From an optimization exercise on the open Yosys and OpenROAD flow, aimed at small area and a short achievable clock period; shortcuts taken in it are not production practice. In this exercise RTL edits were held to simulation tests only and were not proved equivalent to the original. Power is estimated from default activity; no workload was simulated.

File: flow/design.v
module riscv_data_mem (
    input  logic        clk,
    input  logic        reset,
    input  logic        MemWrite,
    input  logic [2:0]  funct3,
    input  logic [31:0] Mem_WrAddr,
    input  logic [31:0] Mem_WrData,
    output logic [31:0] ReadData,
    output logic        misaligned,
    output logic [7:0]  led,
    output logic        timer_irq
);
    logic [31:0] r_mem [64];
    logic [63:0] r_mtime;
    logic [31:0] r_mtimecmp;
    logic [7:0]  r_led;
    logic        r_irq;
    logic        hi_zero, is_ram, is_mmio;
    logic        sel_lo, sel_hi, sel_cmp, sel_stat, sel_led;
    assign hi_zero  = Mem_WrAddr[31:11] == '0;
    assign is_ram   = hi_zero && Mem_WrAddr[10:8] == 3'b000;
    assign is_mmio  = hi_zero && Mem_WrAddr[10:5] == 6'b100000;
    assign sel_lo   = is_mmio && Mem_WrAddr[4:2] == 3'd0;
    assign sel_hi   = is_mmio && Mem_WrAddr[4:2] == 3'd1;
    assign sel_cmp  = is_mmio && Mem_WrAddr[4:2] == 3'd2;
    assign sel_stat = is_mmio && Mem_WrAddr[4:2] == 3'd3;
    assign sel_led  = is_mmio && Mem_WrAddr[4:2] == 3'd4;
    logic is_byte, is_half, is_word;
    assign is_byte = funct3[1:0] == 2'b00;
    assign is_half = funct3[1:0] == 2'b01;
    assign is_word = funct3 == 3'b010;
    assign misaligned = (is_half && Mem_WrAddr[0])
                     || (is_word && (Mem_WrAddr[1:0] != 2'b00));
    logic [63:0] rsel [4];
    for (genvar c = 0; c < 4; c++) begin : g_dec
        rd_decode u_rdec (.idx(Mem_WrAddr[7:2]), .sel(rsel[c]));
    end
    logic [31:0] ram_word;
    for (genvar k = 0; k < 32; k++) begin : g_rd
        logic [63:0] col;
        for (genvar w = 0; w < 64; w++) begin : g_col
            assign col[w] = r_mem[w][k];
        end
        rd_mux64 u_mux (.sel(rsel[k / 8]), .d(col), .y(ram_word[k]));
    end
    logic [31:0] mmio_word;
    always_comb begin
        case (Mem_WrAddr[4:2])
            3'd0:    mmio_word = r_mtime[31:0];
            3'd1:    mmio_word = r_mtime[63:32];
            3'd2:    mmio_word = r_mtimecmp;
            3'd3:    mmio_word = {31'd0, r_irq};
            3'd4:    mmio_word = {24'd0, r_led};
            default: mmio_word = '0;
        endcase
    end
    rd_format u_fmt (
        .funct3(funct3), .lane(Mem_WrAddr[1:0]), .misaligned(misaligned),
        .is_ram(is_ram), .is_mmio(is_mmio), .ram_word(ram_word), .mmio_word(mmio_word),
        .rdata(ReadData)
    );
    logic        store, mmio_we;
    logic [3:0]  be;
    logic [31:0] wdata;
    logic [7:0]  wa, wb;
    assign store   = MemWrite && !misaligned && !reset;
    assign mmio_we = store && is_word;
    always_comb begin
        case (funct3)
            3'b000:  be = 4'b0001 << Mem_WrAddr[1:0];
            3'b001:  be = Mem_WrAddr[1] ? 4'b1100 : 4'b0011;
            3'b010:  be = 4'b1111;
            default: be = 4'b0000;
        endcase
        wdata[7:0]   = Mem_WrData[7:0];
        wdata[15:8]  = funct3[1:0] == 2'b00 ? Mem_WrData[7:0] : Mem_WrData[15:8];
        wdata[23:16] = funct3[1:0] == 2'b10 ? Mem_WrData[23:16] : Mem_WrData[7:0];
        wdata[31:24] = funct3[1:0] == 2'b10 ? Mem_WrData[31:24]
                     : funct3[1:0] == 2'b01 ? Mem_WrData[15:8] : Mem_WrData[7:0];
        for (int i = 0; i < 8; i++) begin
            wa[i] = store && is_ram && (Mem_WrAddr[7:5] == 3'(i));
            wb[i] = Mem_WrAddr[4:2] == 3'(i);
        end
    end
    always_ff @(posedge clk) begin
        for (int w = 0; w < 64; w++)
            for (int b = 0; b < 4; b++)
                if (wa[w / 8] && wb[w % 8] && be[b]) r_mem[w][8*b +: 8] <= wdata[8*b +: 8];
    end
    always_ff @(posedge clk or posedge reset) begin
        if (reset) begin
            r_mtime    <= '0;
            r_mtimecmp <= 32'hFFFF_FFFF;
            r_led      <= '0;
            r_irq      <= 1'b0;
        end else begin
            if (mmio_we && sel_lo)
                r_mtime <= {r_mtime[63:32], Mem_WrData};
            else if (mmio_we && sel_hi)
                r_mtime <= {Mem_WrData, r_mtime[31:0]};
            else
                r_mtime <= r_mtime + 64'd1;
            if (mmio_we && sel_cmp) r_mtimecmp <= Mem_WrData;
            if (mmio_we && sel_led) r_led      <= Mem_WrData[7:0];
            if (r_mtime[31:0] == r_mtimecmp)
                r_irq <= 1'b1;
            else if (mmio_we && sel_stat && Mem_WrData[0])
                r_irq <= 1'b0;
        end
    end
    assign led       = r_led;
    assign timer_irq = r_irq;
endmodule
module rd_decode (
    input  logic [5:0]  idx,
    output logic [63:0] sel
);
    logic [7:0] pa, pb;    
    rd_predec u_a (.b(idx[5:3]), .p(pa));
    rd_predec u_b (.b(idx[2:0]), .p(pb));
    for (genvar w = 0; w < 64; w++) begin : g_sel
        localparam int G = w / 8;
        localparam int J = w % 8;
        localparam bit GH = (G == 0 || G == 1 || G == 2 || G == 4);
        localparam bit JH = (J == 0 || J == 1 || J == 2 || J == 4);
        if (GH && JH) begin : g_hh
            c_and2 u_c (.a(pa[G]), .b(pb[J]), .y(sel[w]));
        end else if (GH) begin : g_hl
            c_nor2b u_c (.a(pb[J]), .b_n(pa[G]), .y(sel[w]));
        end else if (JH) begin : g_lh
            c_nor2b u_c (.a(pa[G]), .b_n(pb[J]), .y(sel[w]));
        end else begin : g_ll
            c_nor2 u_c (.a(pa[G]), .b(pb[J]), .y(sel[w]));
        end
    end
endmodule
module rd_predec (
    input  logic [2:0] b,
    output logic [7:0] p
);
    c_nor3  u_0 (.a(b[0]), .b(b[1]), .c(b[2]), .y(p[0]));
    c_nor3b u_1 (.a(b[1]), .b(b[2]), .c_n(b[0]), .y(p[1]));
    c_nor3b u_2 (.a(b[0]), .b(b[2]), .c_n(b[1]), .y(p[2]));
    c_nor3b u_4 (.a(b[0]), .b(b[1]), .c_n(b[2]), .y(p[4]));
    c_nand3b u_3 (.a_n(b[2]), .b(b[0]), .c(b[1]), .y(p[3]));
    c_nand3b u_5 (.a_n(b[1]), .b(b[0]), .c(b[2]), .y(p[5]));
    c_nand3b u_6 (.a_n(b[0]), .b(b[1]), .c(b[2]), .y(p[6]));
    c_nand3  u_7 (.a(b[0]), .b(b[1]), .c(b[2]), .y(p[7]));
endmodule
module c_nor3 (input logic a, b, c, output logic y);
    assign y = !(a || b || c);
endmodule
module c_nor3b (input logic a, b, c_n, output logic y);
    assign y = !(a || b || !c_n);
endmodule
module c_nand3b (input logic a_n, b, c, output logic y);
    assign y = !(!a_n && b && c);
endmodule
module c_nor2b (input logic a, b_n, output logic y);
    assign y = !(a || !b_n);
endmodule
module rd_mux64 (
    input  logic [63:0] sel,
    input  logic [63:0] d,
    output logic        y
);
    logic [63:0] t;
    logic [15:0] u;
    logic [7:0]  v;
    logic [3:0]  x;
    logic [1:0]  z;
    for (genvar i = 0; i < 64; i++) begin : g_l1
        c_nand2 u_c (.a(sel[i]), .b(d[i]), .y(t[i]));
    end
    for (genvar i = 0; i < 16; i++) begin : g_l2
        c_nand4 u_c (.a(t[4*i]), .b(t[4*i+1]), .c(t[4*i+2]), .d(t[4*i+3]), .y(u[i]));
    end
    for (genvar i = 0; i < 8; i++) begin : g_l3
        c_nor2 u_c (.a(u[2*i]), .b(u[2*i+1]), .y(v[i]));
    end
    for (genvar i = 0; i < 4; i++) begin : g_l4
        c_nand2 u_c (.a(v[2*i]), .b(v[2*i+1]), .y(x[i]));
    end
    for (genvar i = 0; i < 2; i++) begin : g_l5
        c_nor2 u_c (.a(x[2*i]), .b(x[2*i+1]), .y(z[i]));
    end
    c_nand2 u_l6 (.a(z[0]), .b(z[1]), .y(y));
endmodule
module c_aoi22 (input logic a, b, c, d, output logic y);
    assign y = !((a && b) || (c && d));
endmodule
module c_nand4 (input logic a, b, c, d, output logic y);
    assign y = !(a && b && c && d);
endmodule
module c_nor2 (input logic a, b, output logic y);
    assign y = !(a || b);
endmodule
module rd_format (
    input  logic [2:0]  funct3,
    input  logic [1:0]  lane,
    input  logic        misaligned,
    input  logic        is_ram,
    input  logic        is_mmio,
    input  logic [31:0] ram_word,
    input  logic [31:0] mmio_word,
    output logic [31:0] rdata
);
    logic ok, lb, lh, lw, sb, sh;
    logic [3:0] l0;           
    logic       l1_1, l1_3;   
    logic [3:0] sx;           
    logic [3:0] sxb;          
    logic [3:0] r_l0, r_sx, r_sxb;
    logic       r_l1_1, r_l1_3, r_lw;
    logic [31:0] w;
    assign ok = !misaligned && (funct3 == 3'b000 || funct3 == 3'b001 || funct3 == 3'b010
                                || funct3 == 3'b100 || funct3 == 3'b101);
    assign lb = ok && funct3[1:0] == 2'b00;
    assign lh = ok && funct3[1:0] == 2'b01;
    assign lw = ok && funct3[1:0] == 2'b10;
    assign sb = lb && !funct3[2];
    assign sh = lh && !funct3[2];
    always_comb begin
        for (int i = 0; i < 4; i++) begin
            l0[i]  = ok && lane == 2'(i);
            sxb[i] = sb && lane == 2'(i);
        end
        l1_1  = lw || (lh && !lane[1]);
        l1_3  = lh && lane[1];
        sx[0] = sxb[0];
        sx[1] = sxb[1] || (sh && !lane[1]);
        sx[2] = sxb[2];
        sx[3] = sxb[3] || (sh && lane[1]);
        r_l0   = l0 & {4{is_ram}};
        r_sx   = sx & {4{is_ram}};
        r_sxb  = sxb & {4{is_ram}};
        r_l1_1 = l1_1 && is_ram;
        r_l1_3 = l1_3 && is_ram;
        r_lw   = lw && is_ram;
    end
    logic [31:0] fm, m_n;
    logic        fsgn, fsgnb, mq;
    logic [3:0]  f_l0, f_sx, f_sxb;
    logic        f_l1_1, f_l1_3, f_lw;
    always_comb begin
        for (int i = 0; i < 4; i++) begin
            f_l0[i]  = lane == 2'(i);
            f_sxb[i] = funct3 == 3'b000 && lane == 2'(i);
        end
        f_l1_1 = funct3[1] || !lane[1];
        f_l1_3 = !funct3[1] && lane[1];
        f_lw   = funct3[1];
        f_sx[0] = f_sxb[0];
        f_sx[1] = f_sxb[1] || (funct3 == 3'b001 && !lane[1]);
        f_sx[2] = f_sxb[2];
        f_sx[3] = f_sxb[3] || (funct3 == 3'b001 && lane[1]);
    end
    assign w     = mmio_word;
    assign fsgn  = |(f_sx & {w[31], w[23], w[15], w[7]});
    assign fsgnb = |(f_sxb & {w[31], w[23], w[15], w[7]});
    always_comb begin
        for (int k = 0; k < 8; k++)
            fm[k] = |(f_l0 & {w[24+k], w[16+k], w[8+k], w[k]});
        for (int k = 8; k < 16; k++)
            fm[k] = funct3[1:0] == 2'b00 ? fsgnb : (f_l1_1 && w[k]) || (f_l1_3 && w[k+16]);
        for (int k = 16; k < 32; k++)
            fm[k] = (f_lw && w[k]) || fsgn;
    end
    assign mq = is_mmio && ok;
    for (genvar k = 0; k < 32; k++) begin : g_mq
        c_nand2 u_c (.a(mq), .b(fm[k]), .y(m_n[k]));
    end
    logic sa_n, sb_n, ta_n, tb_n;
    logic [2:0] sg_n;     
    logic       sgb_n;    
    c_aoi22 u_sa (.a(r_sx[0]),  .b(ram_word[7]),  .c(r_sx[1]),  .d(ram_word[15]), .y(sa_n));
    c_aoi22 u_sb (.a(r_sx[2]),  .b(ram_word[23]), .c(r_sx[3]),  .d(ram_word[31]), .y(sb_n));
    c_aoi22 u_ta (.a(r_sxb[0]), .b(ram_word[7]),  .c(r_sxb[1]), .d(ram_word[15]), .y(ta_n));
    c_aoi22 u_tb (.a(r_sxb[2]), .b(ram_word[23]), .c(r_sxb[3]), .d(ram_word[31]), .y(tb_n));
    for (genvar i = 0; i < 3; i++) begin : g_sg
        c_and2 u_c (.a(sa_n), .b(sb_n), .y(sg_n[i]));
    end
    c_and2 u_sgb (.a(ta_n), .b(tb_n), .y(sgb_n));
    for (genvar k = 0; k < 8; k++) begin : g_b0
        logic p_n, q_n;
        c_aoi22 u_p (.a(r_l0[0]), .b(ram_word[k]),    .c(r_l0[1]), .d(ram_word[k+8]),  .y(p_n));
        c_aoi22 u_q (.a(r_l0[2]), .b(ram_word[k+16]), .c(r_l0[3]), .d(ram_word[k+24]), .y(q_n));
        c_nand3 u_y (.a(p_n), .b(q_n), .c(m_n[k]), .y(rdata[k]));
    end
    for (genvar k = 8; k < 16; k++) begin : g_b1
        logic p_n;
        c_aoi22 u_p (.a(r_l1_1), .b(ram_word[k]), .c(r_l1_3), .d(ram_word[k+16]), .y(p_n));
        c_nand3 u_y (.a(p_n), .b(sgb_n), .c(m_n[k]), .y(rdata[k]));
    end
    for (genvar k = 16; k < 32; k++) begin : g_hi
        logic p_n;
        c_nand2 u_p (.a(r_lw), .b(ram_word[k]), .y(p_n));
        c_nand3 u_y (.a(p_n), .b(sg_n[(k - 16) / 6]), .c(m_n[k]), .y(rdata[k]));
    end
endmodule
module c_nand2 (input logic a, b, output logic y);
    assign y = !(a && b);
endmodule
module c_nand3 (input logic a, b, c, output logic y);
    assign y = !(a && b && c);
endmodule
module c_and2 (input logic a, b, output logic y);
    assign y = a && b;
endmodule
File: flow/run.sh
#!/bin/bash
# synth_recipe.tcl (not shown) runs the flow's synth.tcl, then flattens the netlist and writes it again
# the make line also repeats each setting of config.mk as NAME=value (left out here)
make -C /OpenROAD-flow-scripts/flow DESIGN_CONFIG=/design/flow/config.mk WORK_HOME=/design/flow/orfs CLKGATE_MAP_FILE= SYNTH_SCRIPT=/design/flow/synth_recipe.tcl finish
File: flow/config.mk
export PLATFORM = sky130hd
export DESIGN_NAME = riscv_data_mem
export DESIGN_NICKNAME = riscv_data_mem
export VERILOG_FILES = /design/flow/design.v
export SDC_FILE = /design/flow/constraint.sdc
export NUM_CORES = 4
export LEC_CHECK = 0
export CAP_MARGIN = 20
export CORE_MARGIN = 2
export CORE_UTILIZATION = 65
export SETUP_SLACK_MARGIN = 3
export SLEW_MARGIN = 20
export SYNTH_HIERARCHICAL = 1
export TNS_END_PERCENT = 10
File: flow/constraint.sdc
create_clock -name core_clock -period 7.0 [get_ports {clk}]
set_input_delay 1.4000 -clock core_clock [delete_from_list [all_inputs] [get_ports {clk}]]
set_output_delay 1.4000 -clock core_clock [all_outputs]
set_load 0.01 [all_outputs]
==> impl_metrics.py, run 1 <==
metrics = {
    "clock_network": {
        "htreeDepth": 4,
        "cts_made_buffers": 204,
        "cts_hold_buf": 0,
        "insertion_delay_ns": 0.83,
        "cts.sink_count": 2153,
        "cts-root-buf": "clkbuf_16",
        "clockBufferDepth": 3,
        "cts_tree": "done",
        "clkTransAtPathRegs_ns": 0.06,
    },
    "floorplan": {
        "ioPinCount": 112,
        "die_area_sq_um": 137900,
        "start_util_pct": 65.62,
        "die_y_um": 371.3,
        "num_rows": 134,
        "coreArea_sq_um": 133600,
        "die_w_um": 371.3,
    },
    "global_routing": {
        "grt_pass1_wl_um": 376900,
        "grt.total_usage_pct": 37.98,
        "grt_max_degree": 69,
        "grt_antenna_before_repair": 18,
        "grt_pass1_vias": 57821,
        "grt_overflow_total": 0,
    },
    "status": {
        "status": "timing/DRC/antenna clean",
    },
    "sta": {
        "rsz0062_at_grt": "yes",
        "relSlewSlack_pct": 24.82,
        "drv_slew": 0,
        "hold_ws_ns": 0.5042,
        "layout_min_cycle_time_ns": 5.408,
        "finalSetupViolations": 0,
        "skew_ns": 0.02788,
        "clock.fmax_mhz": 184.9,
        "setup-tns-final_ns": 0,
        "fin_ws_ns": 1.592,
        "fin_crit_sh_pct": 77.26,
        "finalHoldViolations": 0,
        "worst_slew_pin_slew_ns": 1.125,
    },
    "setup_path": {
        "cp.depth": 18,
        "cp_data_arrival_time_ns": 4.01,
        "cp_cell_sequence": "buf_16 > buf_12 > nand3b_1 > buf_6 > nor2_2 > nand2_1 > nand4_1 > nor2_2 > nand2_2 > nor2_4 > nand2_4 > buf_6 > a22oi_2 > and2_4 > buf_12 > buf_6 > nand3_4 > buf_6",
        "cpPeakStageDelay_ns": 0.23,
        "cp-start-kind": "primary input",
        "worst-setup-path-type": "in -> out",
        "endpoint_kind": "output port",
        "cp.required_ns": 5.60,
        "critical-path-top-delay-family": "simple AND/OR/NAND/NOR gates",
        "worstPathMaxFanout": 8,
        "r2r_cells": 7,
        "worst-path-buf-inv": 7,
        "cp_common_cell": "buf_6",
        "ff2ff_setup_slack_ns": 3.58,
        "cp_slowest_cell": "and2_4",
    },
    "yosys": {
        "synth_top_cell_by_area": "edfxtp_1",
        "postSynthAreaPerCell_sq_um": 12.77,
        "synthCells": 6865,
        "async_reset_ff_share_pct": 4.877,
        "synth_area_sq_um": 87690,
        "muxShareOfSynthArea_pct": 1.458,
        "synth_seq_cells": 2153,
        "yosys.area.top_type_share_pct": 70.13,
        "synth.most_common_cell": "nand2_1",
        "synthTopCellsByArea": "edfxtp_1, nand2_1, nand4_1, nor2_1, dfrtp_1",
        "synth_top_family_by_area": "simple AND/OR/NAND/NOR gates",
        "synth_compound_area_share_pct": 2.366,
        "ys_warn_count": 11,
        "ys_seq_area_share_pct": 73.17,
        "synth_edf_count": 2048,
        "yosys.area_share.xor_xnor_pct": 0.3196,
        "synth_flop_cell": "edfxtp_1",
        "synthAdderAreaFrac_pct": 0.01427,
        "synth.distinct_cells": 75,
        "syn-num-nets": 6936,
        "synth-simple-area-share_pct": 22.08,
        "synth.top_cells.by_count": "nand2_1, edfxtp_1, nor2_1",
    },
    "power": {
        "pwr-share-clk_pct": 40.5,
        "p_sw_mw": 5.676,
        "pwr-share-comb_pct": 5.4,
        "power_density_nw_per_um2": 254.5,
        "swShare_pct": 21.62,
        "pwr-share-seq_pct": 54.1,
        "ir_drop_mv": 0.2426,
        "p_leak_nw": 34.82,
        "p_int_mw": 20.58,
    },
    "placed_design": {
        "portBuffers": 111,
        "post-place-ws_ns": 0.3793,
        "gp_congestion": 1.033,
        "place_area_sq_um": 92670,
        "place_hpwl_um": 168100,
    },
    "detailed_routing": {
        "drc": 0,
        "postRouteWirelength_um": 266000,
        "vias": 60799,
        "drt_first_pass_iters": 7,
        "drt_iter0_markers": 8402,
        "wl_per_cell_um": 28.28,
        "antenna_left": 0,
        "vias_per_cell": 6.464,
    },
    "min_path": {
        "holdPathStages": 2,
        "worstHoldPathType": "reg -> reg",
    },
    "cells_and_area": {
        "area_growth_syn_to_layout_pct": 17.66,
        "final_layout_size_suffix_gt1_share_pct": 18.74,
        "fin_util_pct": 77.21,
        "fin_area_sq_um": 103200,
        "final_nets": 7547,
    },
    "run": {
        "max_cap_violations": 0,
    },
}
==> repair_timing <==
action / in CTS / in global routing
setup buffers: 111 / 83
endpoints found under the setup margin: 1783 / 1862
gates resized for setup: 620 / 237
pin swaps: 81 / 117
gates cloned: 5 / 6
==> worst register-to-register path: cells and delay by family (launching register included) <==
kind / cells / cell delay [ns]
mux: 1 / 0.31
simple gates: 5 / 2.20
fa+ha+maj: 1 / 0.28
flops: 1 / 0.52
==> placed cells by master (no fill, tap or decap), drive strengths merged, types with 10 or more instances in the layout <==
cell type	n
a22o	10
bufinv	15
xor2	32
nor2b	141
clkdlybuf4s50	35
a21oi	91
nor3b	31
a31oi	13
o21ai	63
or4	10
a22oi	31
inv	17
mux2	54
a21o	19
and2	76
nand3b	28
and3	17
nand2	2363
and4	11
dfrtp	73
buf	452
mux2i	49
nor4	30
nor2	749
nand3	89
a211oi	13
clkdlybuf4s15	10
clkbuf	276
edfxtp	2048
clkinv	73
nor3	27
nand4	549
nand2b	10
dfstp	32
o22ai	12
==> registers in the layout, indices dropped and copies added, names as in the netlist <==
name	flops
r_mtimecmp	32
r_led	8
r_irq	1
r_mtime	64
r_mem	2048
==> Yosys stat by module, one instance, submodules excluded, excerpt <==
module | cells | cell area, sq um | flops+latches
c_aoi22 | 1 | 12.51 | 0
c_nand2 | 1 | 3.754 | 0
rd_format | 79 | 666.9 | 0
c_nor2b | 1 | 13.76 | 0
c_nand3b | 1 | 7.507 | 0
c_nor3b | 1 | 12.51 | 0
c_nor3 | 1 | 10.01 | 0
riscv_data_mem | 3314 | 70610 | 2153
c_nand4 | 1 | 6.256 | 0
c_nand3 | 1 | 5.005 | 0
==> final cells by class <==
cell class / instances / area [sq um]
inverter: 12 / 47.55
clock buffer: 264 / 5425
fill: 7952 / 30450
timing repair buffer: 514 / 5388
multi-input combinational: 4591 / 25020
tap: 1768 / 2212
antenna: 6 / 15.01
sequential: 2153 / 64170
clock inverter: 98 / 898.4
==> path summary, 6_finish.rpt <==
| check | endpoint | startpoint |
|---|---|---|
| worst max-delay path | ReadData[28] | Mem_WrAddr[5] |
| worst min-delay path | r_mtimecmp[7] | r_mtimecmp[7] |
| worst max register to register | r_mtime[58] | r_mtime[0] |
| worst min register to register | r_mtimecmp[7] | r_mtimecmp[7] |
| max in group asynchronous | r_mtime[6] | reset |
| min in group asynchronous | r_mtime[57] | reset |
==> metrics by stage <==
step                power, mW  cells
floorplan               14.93   6865
global placement        15.59   8831
detailed placement      15.61   8833
CTS                     26.16   9311
global route            26.80   9401
finish                  26.26   9406
==> layer usage <==
metal	GRT usage, %	vias to the layer above	share of wire (%)
li1	-	26118	-
met1	52.86	29809	37
met2	56.65	4147	45
met3	11.63	709	14
met4	15.14	16	4.6
met5	0	-	0.035
==> power by group through the flow <==
stage,combinational (mW),clock [mW],sequential (mW)
2_1_floorplan,0.460,0,14.5
3_3_place_gp,1.12,0,14.5
3_5_place_dp,1.14,0,14.5
4_1_cts,1.30,10.7,14.2
5_1_grt,1.45,11.2,14.2
6_report,1.42,10.6,14.2
==> cells by family after synthesis <==
logic type | count (synthesis)
muxes | 111
DFF | 2153
xor gates and xnor gates | 32
AOI/OAI and AO/OA | 299
adders and majority gates | 1
and+or+nand+nor | 4148
buffers and inverters | 121
==> run 2: changes to the inputs <==
--- a/flow/config.mk
+++ b/flow/config.mk
@@ -8,6 +8,9 @@
 export CAP_MARGIN = 20
 export CORE_MARGIN = 2
 export CORE_UTILIZATION = 65
+export CTS_BUF_LIST = sky130_fd_sc_hd__clkbuf_16
+export CTS_CLUSTER_DIAMETER = 60
+export CTS_CLUSTER_SIZE = 20
 export SETUP_SLACK_MARGIN = 3
 export SLEW_MARGIN = 20
 export SYNTH_HIERARCHICAL = 1
==> impl_metrics.py, run 2 <==
metrics = {
    "status": {
        "status": "timing/DRC/antenna clean",
    },
    "yosys": {
        "synth_seq_cells": 2153,
        "synth.most_common_cell": "nand2_1",
        "synthTopCellsByArea": "edfxtp_1, nand2_1, nand4_1, nor2_1, dfrtp_1",
        "synth.distinct_cells": 75,
        "postSynthAreaPerCell_sq_um": 12.77,
        "synth_edf_count": 2048,
        "synth_top_cell_by_area": "edfxtp_1",
        "ys_seq_area_share_pct": 73.17,
        "syn-num-nets": 6936,
        "yosys.area.top_type_share_pct": 70.13,
        "synth_area_sq_um": 87690,
        "synthCells": 6865,
        "synth_flop_cell": "edfxtp_1",
        "async_reset_ff_share_pct": 4.877,
        "synth.top_cells.by_count": "nand2_1, edfxtp_1, nor2_1",
        "ys_warn_count": 11,
    },
    "cells_and_area": {
        "layout.cells.non_filler": 9319,
        "final_layout_size_suffix_gt1_share_pct": 18.96,
        "mostFrequentLayoutCell": "nand2_1",
        "multiInputGateArea_sq_um": 25130,
        "largestRegisters": "r_mem (2048), r_mtime (64), r_mtimecmp (32)",
        "final_nets": 7528,
        "final_cell_mix": "nand2_1, edfxtp_1, nor2_1",
        "area_growth_syn_to_layout_pct": 16.36,
        "top_register": "r_mem",
        "num-fill-cells": 8108,
        "largest_reg_flops": 2048,
        "fin_area_sq_um": 102000,
        "ff_latch_area_sq_um": 64170,
    },
    "sta": {
        "setup-tns-final_ns": 0,
        "rsz0062_at_grt": "yes",
        "clock.fmax_mhz": 183.6,
        "relSlewSlack_pct": 23.89,
        "skew_ns": 0.02871,
        "fin_ws_ns": 1.553,
        "layout_min_cycle_time_ns": 5.447,
        "hold_ws_ns": 0.5071,
        "worst_slew_pin_slew_ns": 1.133,
        "finalHoldViolations": 0,
        "fin_crit_sh_pct": 77.81,
        "finalSetupViolations": 0,
        "drv_slew": 0,
    },
    "placed_design": {
        "gp_congestion": 1.033,
        "post-place-ws_ns": 0.3793,
        "portBuffers": 111,
        "dp.cells": 8833,
        "place_area_sq_um": 92670,
        "place_hpwl_um": 168100,
    },
    "floorplan": {
        "coreArea_sq_um": 133600,
        "die_w_um": 371.3,
        "num_rows": 134,
        "start_util_pct": 65.62,
        "die_area_sq_um": 137900,
        "ioPinCount": 112,
        "die_y_um": 371.3,
    },
    "clock_network": {
        "cts_made_buffers": 147,
        "clockBufferDepth": 3,
        "htreeDepth": 4,
        "clkTransAtPathRegs_ns": 0.07,
        "cts.sink_count": 2153,
        "cts-root-buf": "clkbuf_16",
        "cts_hold_buf": 0,
        "cts_tree": "done",
        "insertion_delay_ns": 0.81,
    },
    "setup_path": {
        "cp.required_ns": 5.60,
        "critical_path.endpoint": "ReadData[31]",
        "ff2ff_setup_slack_ns": 3.66,
        "worst-setup-path-type": "in -> out",
        "cpPeakStageDelay_ns": 0.35,
        "cp_data_arrival_time_ns": 4.05,
        "cp.depth": 17,
        "regToRegEndpoint": "r_mtime[58]",
        "worstPathMaxFanout": 8,
        "cp_slowest_cell": "and2_4",
        "r2r_cells": 7,
        "endpoint_kind": "output port",
        "reg2reg_from": "r_mtime[0]",
        "cp_common_cell": "buf_6",
        "worst-path-buf-inv": 6,
        "cp-startpoint": "Mem_WrAddr[5]",
        "cp-start-kind": "primary input",
        "cp_cell_sequence": "buf_16 > buf_12 > nand3b_1 > buf_6 > nor2_4 > nand2_1 > nand4_1 > nor2_2 > nand2_2 > nor2_4 > nand2_4 > buf_6 > a22oi_2 > and2_4 > buf_12 > nand3_4 > buf_6",
        "critical-path-top-delay-family": "simple AND/OR/NAND/NOR gates",
    },
    "power": {
        "power_density_nw_per_um2": 239.2,
        "p_leak_nw": 34.27,
        "ir_drop_mv": 0.2513,
    },
    "detailed_routing": {
        "postRouteWirelength_um": 264500,
        "wl_per_cell_um": 28.39,
        "drt_first_pass_iters": 8,
        "vias_per_cell": 6.473,
        "vias": 60323,
        "drc": 0,
        "antenna_left": 0,
        "drt_iter0_markers": 8663,
    },
    "global_routing": {
        "grt_pass1_wl_um": 376500,
        "grt.total_usage_pct": 38.09,
        "grt_max_degree": 69,
        "grt_pass1_vias": 57354,
        "grt_overflow_total": 0,
        "grt_antenna_before_repair": 17,
    },
    "min_path": {
        "worstHoldPathType": "reg -> reg",
    },
    "run": {
        "max_cap_violations": 0,
    },
}
[run 2: cell counts after synthesis]
No cell type changed its count.
[run 2: cell families (layout without fill, tap and decap cells)]
kind of cell,count (synthesis),in the layout,share of synthesized area [%]
flops,2153,2153,73.17
mux,111,111,1.458
compound gates,299,299,2.366
fa+ha+maj,1,1,0.01427
simple gates,4148,4148,22.08
xor+xnor,32,32,0.3196
other cells,0,7,0
buf+inv,121,800,0.5850
[run 2: worst min path at each step]
stage | startpoint | endpoint | slack (ns) | cells past startpoint
finish | r_mtimecmp[7] | r_mtimecmp[7] | 0.51 | 2
global route | r_mtimecmp[7] | r_mtimecmp[7] | 0.54 | 2
CTS | r_mtimecmp[7] | r_mtimecmp[7] | 0.50 | 2
detailed placement | r_mtimecmp[7] | r_mtimecmp[7] | 0.49 | 2
global placement | r_mtimecmp[7] | r_mtimecmp[7] | 0.49 | 2
floorplan | r_mtimecmp[7] | r_mtimecmp[7] | 0.47 | 2
[run 2: cell type report]
| type | count | area share (%) |
|---|---|---|
| Multi-Input combinational cell | 4591 | 24.62 |
| Tap cell | 1768 | 2.168 |
| Sequential cell | 2153 | 62.88 |
| Clock inverter | 79 | 0.7701 |
| Inverter | 12 | 0.04660 |
| Antenna cell | 7 | 0.01717 |
| Clock buffer | 157 | 3.850 |
| Timing Repair Buffer | 552 | 5.641 |
[run 2: report_power, final]
group	internal (mW)	switching, mW
Sequential	14.2	0.000000262
Combinational	0.411	1.04
Clock	4.39	4.39
[run 2: metal layers]
| layer | wire [um] | part of all wire, % | up-vias | GRT usage [%] |
|---|---|---|---|---|
| met5 | 102 | 0.039 | - | 0 |
| met4 | 12320 | 4.7 | 14 | 16.40 |
| met3 | 35160 | 13 | 659 | 10.81 |
| met2 | 118000 | 45 | 4085 | 56.42 |
| met1 | 98940 | 37 | 29555 | 53.44 |
| li1 | - | - | 26010 | - |
[run 2: timing repair]
item,CTS,global route
cloned,13,2
endpoints found under the setup margin,1759,1682
gates resized for setup,728,155
setup buffers,148,80
pin swaps,157,123
[run 2: per-module statistics from Yosys, one instance, submodules excluded, excerpt]
module | cell area, sq um | cells inside | times used
c_nand2 | 3.754 | 1 | 2256
c_nor2 | 3.754 | 1 | 384
riscv_data_mem | 70610 | 3314 | 1
rd_format | 666.9 | 79 | 1
c_nor3b | 12.51 | 1 | 24
c_nand4 | 6.256 | 1 | 512
[run 2: through the flow]
stage	power (mW)	utilization, %
final	24.40	76.36
after CTS	24.32	75.42
after detailed placement	15.61	69.35
after global routing	24.91	76.35
after floorplan	14.93	-
after global placement	15.59	69.32
[run 2: worst register-to-register path, stage by stage (launching register included)]
cell	delay [ns]
dfrtp_1	0.52
ha_1	0.29
and4_1	0.32
nand3_1	0.37
or4_1	0.74
nor4_1	0.66
mux2i_1	0.27
nor2_1	0.06

[afterwards: timing with drivers on the ports]
The results above use ideal ports. As a check the final layouts listed here were re-extracted and re-timed, cells and wires unchanged. Step 1 assumes that a clkbuf_16 drives the clock port and a buf_2 every other input. Step 2, shift: input delay + t, output delay - t, t = (earliest + latest rising clock arrival at the registers) / 2. This alone moves slack from input paths to output paths. a / b / c = ideal ports / drivers / drivers and shift; a / b = the first two.
| run | shift t [ns] | setup slack, ns | worst setup path at the end |
|---|---|---|---|
| run 1 | 0.901 | 1.592 / 1.235 / 1.235 | input to output |
| run 2 | 0.885 | 1.553 / 1.221 / 1.221 | input to output |
After both steps every run listed still meets setup and hold. The setup slack of run 1, which loses most, moves by -0.357 ns with the drivers and by -0.357 ns with both steps.
